Context: an optimization exercise on an open-source flow, tuned for small area, a short achievable clock period and few clock cycles per item. The choices shown serve that exercise and are no tape-out recipe. Only simulation tests tie the RTL to the original design; equivalence was not proved.

## flow/run.sh

```bash
#!/bin/bash
# synth_recipe.tcl (not shown) runs the flow's synth.tcl, then flattens the netlist and writes it again
# the make line also repeats each setting of config.mk as NAME=value (left out here)
make -C /OpenROAD-flow-scripts/flow DESIGN_CONFIG=/design/flow/config.mk WORK_HOME=/design/flow/orfs CLKGATE_MAP_FILE= SYNTH_SCRIPT=/design/flow/synth_recipe.tcl finish
```

## flow/constraint.sdc

```tcl
create_clock -name core_clock -period 12.0 [get_ports {clk_i}]
set_input_delay 2.4000 -clock core_clock [delete_from_list [all_inputs] [get_ports {clk_i}]]
set_output_delay 2.4000 -clock core_clock [all_outputs]
set_load 0.01 [all_outputs]
```

## flow/design.v

```verilog
package sym_fir_pkg;
    localparam int FIR_TAPS_MAX = 128;
    localparam int FIR_DATA_WD  = 24;
    localparam int COEF_WD      = 18;
    localparam int COEF_FRAC    = 17;
    localparam int HALF_MAX     = FIR_TAPS_MAX / 2;
    localparam int DC_HALF      = 1 << (COEF_FRAC - 1);
    localparam int ACC_MAX_WD   = FIR_DATA_WD + 1 + COEF_WD + $clog2(HALF_MAX);
    localparam logic [1:0] IDLE  = 2'd0;
    localparam logic [1:0] MAC   = 2'd1;
    localparam logic [1:0] ROUND = 2'd2;
    localparam logic [1:0] OUT   = 2'd3;
    localparam logic [16*COEF_WD-1:0] FIR_COEF_PROD = {
        COEF_WD'(7718),
        COEF_WD'(7228),
        COEF_WD'(6746),
        COEF_WD'(6264),
        COEF_WD'(5782),
        COEF_WD'(5300),
        COEF_WD'(4818),
        COEF_WD'(4336),
        COEF_WD'(3855),
        COEF_WD'(3373),
        COEF_WD'(2891),
        COEF_WD'(2409),
        COEF_WD'(1927),
        COEF_WD'(1445),
        COEF_WD'(963),
        COEF_WD'(481)
    };
    localparam logic [16*COEF_WD-1:0] FIR_COEF_TEST = {16{COEF_WD'(8192)}};
endpackage
import sym_fir_pkg::*;
module sym_fir_coef_rom #(
    parameter int TAPS     = 32,
    parameter int COEF_SEL = 0
) (
    input  logic [$clog2(TAPS/2)-1:0] k,
    output logic signed [sym_fir_pkg::COEF_WD-1:0] coef
);
    localparam logic [16*COEF_WD-1:0] TABLE = (COEF_SEL != 0) ? FIR_COEF_TEST : FIR_COEF_PROD;
    always_comb begin
        coef = $signed(TABLE[k*COEF_WD +: COEF_WD]);
    end
endmodule
import sym_fir_pkg::*;
module sym_fir_serial #(
    parameter int TAPS     = 32,
    parameter int DATA_WD  = sym_fir_pkg::FIR_DATA_WD,
    parameter int COEF_SEL = 0
) (
    input  logic               clk_i,
    input  logic               rst_ni,
    input  logic [DATA_WD-1:0] sample_i,
    input  logic               sample_valid_i,
    output logic [DATA_WD-1:0] data_o,
    output logic               data_valid_o,
    output logic               busy_o,
    output logic               overrun_o,
    input  logic               clr_overrun_i
);
    localparam int HALF   = TAPS / 2;
    localparam int PW     = $clog2(TAPS);
    localparam int KW     = $clog2(HALF);
    localparam int PRE_WD = DATA_WD + 1;
    localparam int MUL_WD = PRE_WD + COEF_WD;
    localparam int ACC_WD = DATA_WD + 1 + COEF_WD + KW;
    logic signed [DATA_WD-1:0] dline [TAPS];
    logic [PW-1:0]             wr_ptr;
    logic [PW-1:0]             base;       
    logic [KW-1:0]             k;
    logic [1:0]                state;
    logic signed [ACC_WD-1:0]  acc;
    logic [PW-1:0]             idx_new;
    logic [PW-1:0]             idx_old;
    logic signed [PRE_WD-1:0]  pre;
    logic signed [COEF_WD-1:0] coef;
    logic signed [MUL_WD-1:0]  prod;
    logic signed [ACC_WD:0]    rnd_sum;
    logic signed [ACC_WD:0]    rnd_r;
    logic [DATA_WD-1:0]        rnd_sat;
    sym_fir_coef_rom #(
        .TAPS     (TAPS),
        .COEF_SEL (COEF_SEL)
    ) u_rom (
        .k    (k),
        .coef (coef)
    );
    always_comb begin
        idx_new = base - PW'(k);
        idx_old = base + PW'(k) + PW'(1);
        pre     = PRE_WD'(dline[idx_new]) + PRE_WD'(dline[idx_old]);
        prod    = MUL_WD'(pre) * MUL_WD'(coef);
    end
    always_comb begin
        rnd_sum = $signed({acc[ACC_WD-1], acc}) + ((ACC_WD + 1)'(1) <<< (COEF_FRAC - 1));
        rnd_r   = rnd_sum >>> COEF_FRAC;
        if (rnd_r > $signed((ACC_WD + 1)'((1 << (DATA_WD - 1)) - 1))) begin
            rnd_sat = {1'b0, {(DATA_WD - 1){1'b1}}};
        end else if (rnd_r < -$signed((ACC_WD + 1)'(1 << (DATA_WD - 1)))) begin
            rnd_sat = {1'b1, {(DATA_WD - 1){1'b0}}};
        end else begin
            rnd_sat = rnd_r[DATA_WD-1:0];
        end
    end
    always_ff @(posedge clk_i or negedge rst_ni) begin
        if (!rst_ni) begin
            for (int i = 0; i < TAPS; i++) begin
                dline[i] <= '0;
            end
            wr_ptr       <= '0;
            base         <= '0;
            k            <= '0;
            acc          <= '0;
            state        <= IDLE;
            data_o       <= '0;
            data_valid_o <= 1'b0;
            busy_o       <= 1'b0;
            overrun_o    <= 1'b0;
        end else begin
            data_valid_o <= 1'b0;
            if (clr_overrun_i) begin
                overrun_o <= 1'b0;
            end
            if (sample_valid_i && busy_o) begin
                overrun_o <= 1'b1;
            end
            case (state)
                IDLE: begin
                    if (sample_valid_i) begin
                        dline[wr_ptr] <= sample_i;
                        base          <= wr_ptr;
                        wr_ptr        <= wr_ptr + PW'(1);
                        k             <= '0;
                        acc           <= '0;
                        busy_o        <= 1'b1;
                        state         <= MAC;
                    end
                end
                MAC: begin
                    acc <= acc + ACC_WD'(prod);
                    k   <= k + KW'(1);
                    if (k == KW'(HALF - 1)) begin
                        state <= ROUND;
                    end
                end
                ROUND: begin
                    data_o       <= rnd_sat;
                    data_valid_o <= 1'b1;
                    state        <= OUT;
                end
                OUT: begin
                    busy_o <= 1'b0;
                    state  <= IDLE;
                end
                default: begin
                    busy_o <= 1'b0;
                    state  <= IDLE;
                end
            endcase
        end
    end
endmodule
```

## flow/config.mk

```make
export PLATFORM = sky130hd
export DESIGN_NAME = sym_fir_serial
export DESIGN_NICKNAME = sym_fir_serial
export VERILOG_FILES = /design/flow/design.v
export SDC_FILE = /design/flow/constraint.sdc
export NUM_CORES = 4
export LEC_CHECK = 0
export CAP_MARGIN = 20
export CORE_MARGIN = 2
export CORE_UTILIZATION = 40
export SLEW_MARGIN = 20
```

==> impl_results.md <==
* Worst-Margin Slew at 1120 ps
* Flops & latches, synth at 858
* Multi-input logic area at 34700 sq um
* Fin crit share at 96.8%
* Drt drc at 0
* Max-slew headroom at 25.2%
* Crit path top cell by count: buf_4
* Mapped Area at 58500 sq um
* IO Count at 55
* Average routed wire per standard cell at 36.0 um
* Routed WL at 283000 um
* Nets@finish at 6486
* Synth area leaders: dfrtp_1 37%, mux2_2 15%, fa_1 12%, ha_1 4.9%, a22oi_1 3.9%
* Vias in the first global route at 50500
* Critical path class: register to register
* Final instance area at 70000 sq um
* Max stage delay on crit path at 690 ps
* Share of the synthesized area in the top cell type at 36.7%
* Dpl cell area at 66000 sq um
* CP max FO at 12
* Syn_nets at 6053
* Pin count of the biggest net entering global routing at 176
* Max Root-Sink Buffers at 3
* DRT antenna net count at 0
* Syn Inst Count at 5434
* Number of synthesized flops with an enable pin at 0
* Final Skew at 73.8 ps
* Share of cells above drive strength 1 at 29.9%
* Fin crit period at 11610 ps
* Top-count cell post-synth: dfrtp_1
* Overflow after GRT at 0
* Main flop type after synthesis: dfrtp_1
* Cell accounting for the most synthesized area: dfrtp_1
* Hold Path Class: register to register
* Initial Util at 40.3%
* Pre-Repair DR Iteration Count at 11
* FF/Latch Area at 21500 sq um
* Async SR Flop Fraction at 100%
* H-Tree Depth at 3
* Slowest stage cell, crit path: fa_2
* All-Layer GR Usage at 37.4%
* Syn avg cell area at 10.8 sq um
* Die Span Y at 387 um
* Standard-cell rows at 140
* First-pass GRT wire length at 396000 um
* Gpl congestion at 1.02
* Final hold viol count at 0
* Final Max Tran Viols at 0
* Port buffer count at 54
* Die width at 387 um
* Worst hold slack at 484 ps
* Fill count at 13400
* Ys Warns at 3
* Sequential area share after synthesis at 36.7%
* CTS tree: done
* Post-synth cell types at 91
* Drt via density at 6.45
* Clk slew on worst S/H paths at 70 ps
* Initial antenna violation count at 11
* CORE AREA at 145000 sq um
* Root Buffer: clkbuf_16
* TritonCTS Buffers at 99
* Data required, critical path at 12590 ps
* DIE AREA at 149000 sq um
* Synth top cells by count: 858 x dfrtp_1, 776 x mux2_2, 449 x inv_1, 433 x nand2_1, 362 x fa_1
* Setup crit start kind: register
* Number of clock sinks at 858
* Maximum capacitance violations at 0
* Worst-Skew Late Latency at 790 ps
* Number of hold buffers added after CTS at 0
* Critical Path AT at 12200 ps
* Area Growth Syn to Fin at 19.7%
* Detailed Place HPWL at 195000 um
* Critical Path Sink Type: register
* Max Clk Rate at 0.0861 GHz
* Final setup viols at 0
* Outcome: finished clean
* Routed vias at 50800
* 1st-iter DRT viols at 6580
[layout by cell type, fill, tap and decap left out, drive strengths merged, types with 53 or more instances in the layout]
master | Yosys | routed
and2 | 87 | 87
nand4 | 106 | 106
mux2 | 776 | 776
a22oi | 301 | 301
a22o | 94 | 94
nor3 | 76 | 76
o21ai | 113 | 113
a221oi | 136 | 136
inv | 451 | 454
nor2 | 200 | 200
a21oi | 181 | 181
nand3 | 76 | 76
ha | 229 | 229
dfrtp | 858 | 858
clkbuf | 243 | 137
nand2 | 433 | 433
buf | 132 | 668
fa | 362 | 362
xnor2 | 66 | 66
a222oi | 53 | 53
[state kept, by name (all words and copies together), names as in the netlist]
register	cells
acc	47
base	5
busy_o	1
data_o	24
data_valid_o	1
dline	768
k	4
overrun_o	1
state	2
wr_ptr	5
[worst max-delay path, delay by kind of cell, from the launching register on]
kind            cells  cell delay [ps]
xor+xnor            2              300
fa+ha+maj          11             4880
compound gates     15             2570
flops               1              360
simple gates        5              910
buf+inv            14             2340
[per-stage QoR]
stage	utilization [%]	instances	setup WS, ps	setup TNS, ps
after floorplan	-	5434	447	0
after global placement	45.4	7661	-209	-1580
after detailed placement	45.4	7663	-265	-2470
after CTS	47.9	7840	4.09	0
after global routing	48.1	7861	-22.5	-43.1
final	48.2	7874	389	0
[repair_timing]
| item | 4_1_cts | 5_1_grt |
|---|---|---|
| endpoints found under the setup margin | 17 | 19 |
| setup buffers | 0 | 19 |
| resized for setup | 6 | 58 |
| pin swaps | 0 | 21 |
[cell type report]
type	count	area share, %
tap	1917	3.42
timing repair buffer	707	8.72
multi-input combinational	3748	49.6
clock inverter	40	1.02
clock buffer	137	4.10
sequential	858	30.7
antenna	14	0.0500
inverter	453	2.43
[logic make-up (layout without fill, tap and decap cells)]
group                      Yosys count  after routing  synth area share (%)
other                                0             14                     0
DFF                                858            858                  36.7
xor gates and xnor gates            99             99                  1.52
muxes                              806            806                  15.4
AOI/OAI and AO/OA                 1132           1132                  14.3
buffers and inverters              828           1337                  5.53
adders and majority gates          591            591                  17.3
and+or+nand+nor                   1120           1120                  9.25
[path summary, 6_finish.rpt]
path,end,cells past startpoint,start,slack (ps)
min,acc[14],2,acc[14],480
min reg2reg,acc[14],2,acc[14],480
max in group asynchronous,dline[1][17],3,rst_ni,8170
min in group asynchronous,acc[16],1,rst_ni,1590
max reg2reg,acc[39],47,base[0],390
max,acc[39],47,base[0],390
[routing by layer]
| metal | routed length (um) | vias up | GRT usage [%] |
|---|---|---|---|
| met5 | 8 | - | 0 |
| met2 | 119000 | 3441 | 55.3 |
| met1 | 110000 | 25700 | 47.9 |
| li1 | - | 20400 | - |
| met4 | 23100 | 2 | 23.1 |
| met3 | 31400 | 1228 | 11.5 |
Testbench counts, summed over its fixed seeds: cycles 77,824, items 4,096.

-- separate check: timing with driven ports --
The flow's constraints put no driver on any port. The routed layout listed below was extracted and timed again, unchanged, in two steps. Step 1 (the two cells are an assumption about what drives the block):
set clk [get_ports {clk_i}]
set_driving_cell -lib_cell sky130_fd_sc_hd__clkbuf_16 $clk
set_driving_cell -lib_cell sky130_fd_sc_hd__buf_2 [delete_from_list [all_inputs] $clk]
Step 2 times the ports against the registers' clock, not the clock port: input delays grow and output delays shrink by t, the midpoint of the rising clock arrivals with the driver on. Slacks: ideal ports / drivers / drivers and shift; pairs: ideal ports / drivers.
shift t [ns]: 0.834
setup WS [ns]: 0.388 / 0.389 / 0.389
worst setup path after step 2: register to register
latest minus earliest clock arrival (ns): 0.073 / 0.074
worst register clock-pin slew, ns: 0.08 / 0.08
After both steps this run still meets setup and hold. For this run, drivers alone change the setup slack by +0.001 ns; drivers and shift together by +0.001 ns.
